What follows belongs to an exercise in optimizing a design on an open flow for small area and a short achievable clock period; a production flow would make more cautious choices.

## the previous run
==> flow/design.v <==
package lcd_regs_pkg;
	localparam logic [1:0] IDLE   = 2'b00;
	localparam logic [1:0] BUSY   = 2'b01;
	localparam logic [1:0] NONSEQ = 2'b10;
	localparam logic [1:0] SEQ    = 2'b11;
	localparam logic [1:0] OKAY  = 2'b00;
	localparam logic [1:0] ERROR = 2'b01;
	localparam logic [1:0] RETRY = 2'b10;
	localparam logic [1:0] SPLIT = 2'b11;
	localparam logic [1:0] CTRL_ST  = 2'b00;
	localparam logic [1:0] WR_OP_ST = 2'b01;
	localparam logic [1:0] RD_OP_ST = 2'b10;
	localparam int DATA_W     = 32;
	localparam int OFFS_W     = 24;
	localparam int WORD_IDX_W = 3;
	localparam int BANK_WORDS = 1 << WORD_IDX_W;
	localparam int MAX_BANKS = 4;
	localparam logic [MAX_BANKS*OFFS_W-1:0] BANK_BASE = {
		24'hE11400,
		24'hE11000,
		24'hE10C00,
		24'hE10000
	};
endpackage
module ahb_ready (
	input  logic       hsel,
	input  logic [1:0] htrans,
	input  logic       dp,
	output logic       hready
);
	assign hready = dp || (hsel && (htrans == lcd_regs_pkg::NONSEQ));
endmodule
module reg_word_next (
	input  logic        hold,
	input  logic        we,
	input  logic [31:0] q,
	input  logic [31:0] wdata,
	output logic [31:0] d
);
	assign d = (q & {32{hold}}) | (wdata & {32{we}});
endmodule
module rd_aoi3 (
	input  logic [2:0]  s,
	input  logic [31:0] a,
	input  logic [31:0] b,
	input  logic [31:0] c,
	output logic [31:0] yn
);
	assign yn = ~(({32{s[0]}} & a) | ({32{s[1]}} & b) | ({32{s[2]}} & c));
endmodule
module rd_aoi2 (
	input  logic [1:0]  s,
	input  logic [31:0] a,
	input  logic [31:0] b,
	output logic [31:0] yn
);
	assign yn = ~(({32{s[0]}} & a) | ({32{s[1]}} & b));
endmodule
module rd_or6n (
	input  logic [6*32-1:0] pn,
	output logic [31:0]     y
);
	always_comb begin
		y = '0;
		for (int i = 0; i < 6; i++) begin
			y = y | ~pn[i*32 +: 32];
		end
	end
endmodule
module lcd_ahb_regs #(
	parameter int NUM_BANKS = 2
) (
	input  logic                     HCLK,
	input  logic                     HRESET,
	input  logic                     HSEL,
	input  logic [31:0]              HADDR,
	input  logic                     HWRITE,
	input  logic [1:0]               HTRANS,
	input  logic [31:0]              HWDATA,
	output logic [31:0]              HRDATA,
	output logic                     HREADY,
	output logic [1:0]               HRESP,
	output logic [NUM_BANKS*256-1:0] regs
);
	localparam int OFFS_W = lcd_regs_pkg::OFFS_W;
	localparam int LO     = 5;
	localparam int NW     = 16;    
	logic          accept;
	logic [1:0]    bank_match;
	logic [7:0]    word_dec;
	assign accept = HSEL && (HTRANS == lcd_regs_pkg::NONSEQ);
	for (genvar b = 0; b < 2; b++) begin : g_match
		localparam logic [OFFS_W-1:0] BASE = lcd_regs_pkg::BANK_BASE[b*OFFS_W +: OFFS_W];
		assign bank_match[b] = (HADDR[OFFS_W-1:LO] == BASE[OFFS_W-1:LO]);
	end
	for (genvar w = 0; w < 8; w++) begin : g_dec
		assign word_dec[w] = (HADDR[4:2] == w);
	end
	logic dp_q;
	logic wr_q;
	logic nwr_q;
	always_ff @(posedge HCLK or posedge HRESET) begin
		if (HRESET) begin
			dp_q  <= 1'b0;
			wr_q  <= 1'b0;
			nwr_q <= 1'b1;
		end else begin
			dp_q  <= accept;
			wr_q  <= accept && HWRITE;
			nwr_q <= !(accept && HWRITE);
		end
	end
	logic [1:0] bank_q;
	logic [2:0] word_q;
	always_ff @(posedge HCLK) begin
		bank_q    <= bank_match;
		word_q    <= HADDR[4:2];
	end
	logic [NW-1:0]    we;
	logic [NW-1:0]    hold;
	logic [NW*32-1:0] regs_d;
	for (genvar i = 0; i < NW; i++) begin : g_reg
		assign we[i]   = wr_q && bank_q[i/8] && (word_q == i%8);
		assign hold[i] = nwr_q || !bank_q[i/8] || (word_q != i%8);
		reg_word_next u_next (
			.hold  (hold[i]),
			.we    (we[i]),
			.q     (regs[i*32 +: 32]),
			.wdata (HWDATA),
			.d     (regs_d[i*32 +: 32])
		);
	end
	always_ff @(posedge HCLK or posedge HRESET) begin
		if (HRESET) begin
			regs <= '0;
		end else begin
			regs <= regs_d;
		end
	end
	logic [NW:0]     rsel;    
	logic [NW-1:0]   rd_word;
	logic [1:0]      byp;
	logic [6*32-1:0] part_n;
	logic [31:0]     rdata_q;
	for (genvar i = 0; i < NW; i++) begin : g_rsel
		assign rd_word[i] = word_dec[i%8] && !we[i];
		assign rsel[i]    = bank_match[i/8] && rd_word[i];
	end
	for (genvar b = 0; b < 2; b++) begin : g_byp
		assign byp[b] = wr_q && bank_q[b] && (word_q == HADDR[4:2]);
	end
	assign rsel[NW] = (bank_match[0] && byp[0]) || (bank_match[1] && byp[1]);
	for (genvar j = 0; j < 5; j++) begin : g_rd
		rd_aoi3 u_aoi (
			.s  (rsel[j*3 +: 3]),
			.a  (regs[(j*3 + 0)*32 +: 32]),
			.b  (regs[(j*3 + 1)*32 +: 32]),
			.c  (regs[(j*3 + 2)*32 +: 32]),
			.yn (part_n[j*32 +: 32])
		);
	end
	rd_aoi2 u_aoi_last (
		.s  (rsel[NW -: 2]),
		.a  (regs[(NW-1)*32 +: 32]),
		.b  (HWDATA),
		.yn (part_n[5*32 +: 32])
	);
	logic [31:0] rdata_d;
	rd_or6n u_or (
		.pn (part_n),
		.y  (rdata_d)
	);
	always_ff @(posedge HCLK) begin
		rdata_q <= rdata_d;
	end
	assign HRDATA = rdata_q;
	ahb_ready u_ready (
		.hsel   (HSEL),
		.htrans (HTRANS),
		.dp     (dp_q),
		.hready (HREADY)
	);
	assign HRESP  = lcd_regs_pkg::OKAY;
endmodule
export LEC_CHECK = 0
export CAP_MARGIN = 20
export CORE_MARGIN = 2
export CORE_UTILIZATION = 60
export CTS_BUF_LIST = sky130_fd_sc_hd__clkbuf_4 sky130_fd_sc_hd__clkbuf_8
export SETUP_SLACK_MARGIN = 2.6
export SLEW_MARGIN = 20
export SYNTH_HIERARCHICAL = 1
export SYNTH_MINIMUM_KEEP_SIZE = 0
create_clock -name core_clock -period 5.0 [get_ports {HCLK}]
standard.sh (not shown) runs the stock make flow with config.mk's settings and CLKGATE_MAP_FILE= SYNTH_SCRIPT=/design/flow/synth_recipe.tcl, a recipe that flattens the netlist after the stock synthesis.
==> flow/flow/run.sh <==
#!/bin/bash
# The standard layout, with plain buf_1 cells as the port buffers
# (buffer_ports otherwise picks clkdlybuf4s50_1, a slow delay cell).
set -euo pipefail
bash standard.sh BUFFER_PORTS_ARGS="-buffer_cell sky130_fd_sc_hd__buf_1" finish > flow_make.log 2>&1
[inputs] the current run vs the previous run
diff --git a/flow/design.v b/flow/design.v
--- a/flow/design.v
+++ b/flow/design.v
@@ -21,16 +21,8 @@
 		24'hE10C00,
 		24'hE10000
 	};
 endpackage
-module ahb_ready (
-	input  logic       hsel,
-	input  logic [1:0] htrans,
-	input  logic       dp,
-	output logic       hready
-);
-	assign hready = dp || (hsel && (htrans == lcd_regs_pkg::NONSEQ));
-endmodule
 module reg_word_next (
 	input  logic        hold,
 	input  logic        we,
 	input  logic [31:0] q,
@@ -85,17 +77,17 @@
 	localparam int OFFS_W = lcd_regs_pkg::OFFS_W;
 	localparam int LO     = 5;
 	localparam int NW     = 16;    
 	logic          accept;
-	logic [1:0]    bank_match;
-	logic [7:0]    word_dec;
+	logic [NW-1:0] asel;    
 	assign accept = HSEL && (HTRANS == lcd_regs_pkg::NONSEQ);
 	for (genvar b = 0; b < 2; b++) begin : g_match
 		localparam logic [OFFS_W-1:0] BASE = lcd_regs_pkg::BANK_BASE[b*OFFS_W +: OFFS_W];
-		assign bank_match[b] = (HADDR[OFFS_W-1:LO] == BASE[OFFS_W-1:LO]);
-	end
-	for (genvar w = 0; w < 8; w++) begin : g_dec
-		assign word_dec[w] = (HADDR[4:2] == w);
+		logic bank_match;
+		assign bank_match = (HADDR[OFFS_W-1:LO] == BASE[OFFS_W-1:LO]);
+		for (genvar w = 0; w < 8; w++) begin : g_word
+			assign asel[b*8 + w] = bank_match && (HADDR[4:2] == w);
+		end
 	end
 	logic dp_q;
 	logic wr_q;
 	logic nwr_q;
@@ -112,9 +104,10 @@
 	end
 	logic [1:0] bank_q;
 	logic [2:0] word_q;
 	always_ff @(posedge HCLK) begin
-		bank_q    <= bank_match;
+		bank_q[0] <= |asel[7:0];
+		bank_q[1] <= |asel[15:8];
 		word_q    <= HADDR[4:2];
 	end
 	logic [NW-1:0]    we;
 	logic [NW-1:0]    hold;
@@ -137,20 +130,12 @@
 			regs <= regs_d;
 		end
 	end
 	logic [NW:0]     rsel;    
-	logic [NW-1:0]   rd_word;
-	logic [1:0]      byp;
 	logic [6*32-1:0] part_n;
 	logic [31:0]     rdata_q;
-	for (genvar i = 0; i < NW; i++) begin : g_rsel
-		assign rd_word[i] = word_dec[i%8] && !we[i];
-		assign rsel[i]    = bank_match[i/8] && rd_word[i];
-	end
-	for (genvar b = 0; b < 2; b++) begin : g_byp
-		assign byp[b] = wr_q && bank_q[b] && (word_q == HADDR[4:2]);
-	end
-	assign rsel[NW] = (bank_match[0] && byp[0]) || (bank_match[1] && byp[1]);
+	assign rsel[NW-1:0] = asel & ~we;
+	assign rsel[NW]     = |(asel & we);
 	for (genvar j = 0; j < 5; j++) begin : g_rd
 		rd_aoi3 u_aoi (
 			.s  (rsel[j*3 +: 3]),
 			.a  (regs[(j*3 + 0)*32 +: 32]),
@@ -173,12 +158,7 @@
 	always_ff @(posedge HCLK) begin
 		rdata_q <= rdata_d;
 	end
 	assign HRDATA = rdata_q;
-	ahb_ready u_ready (
-		.hsel   (HSEL),
-		.htrans (HTRANS),
-		.dp     (dp_q),
-		.hready (HREADY)
-	);
+	assign HREADY = dp_q || accept;
 	assign HRESP  = lcd_regs_pkg::OKAY;
 endmodule
When the current run is set beside the previous run, its critical path depth turns out to be 4 larger.
Diff the previous run -> the current run: first-iteration DRC count went down by 501; core area now sits higher; data required time at the worst endpoint held; met2 usage -1.6 points.
The previous run ended up with met4 as its topmost layer with routed signal wires; the current run ended up with met5.
No run of this note included a check of the RTL's function; only the layout flow was run.

[port drivers added, routing unchanged]
How much do the figures lean on ideal ports? The routed layouts below were timed once more, with nothing changed but the port constraints. Step 1 (the two cells are an assumption about what drives the block):
set clk [get_ports {HCLK}]
set_driving_cell -lib_cell sky130_fd_sc_hd__clkbuf_16 $clk
set_driving_cell -lib_cell sky130_fd_sc_hd__buf_2 [delete_from_list [all_inputs] $clk]
Step 2 adds t to the input delays and takes it off the output delays; t is the mean of the earliest and latest rising clock arrival at the registers after step 1. Input paths then give back, and output paths get back, about the clock's delay inside the block. Slacks: ideal ports / drivers / drivers and shift; pairs: ideal ports / drivers.
| run | t (ns) | setup WS [ns] | worst register clock-pin slew, ns | worst slew at a driven data input, ns |
|---|---|---|---|---|
| the previous run | 0.709 | 2.104 / 2.137 / 1.428 | 0.07 / 0.07 | 0.09 |
| the current run | 0.689 | 2.156 / 2.173 / 1.484 | 0.07 / 0.07 | 0.08 |
After both steps every run listed still meets setup and hold. For the previous run, which loses most, drivers alone change the setup slack by +0.033 ns; drivers and shift together by -0.676 ns.
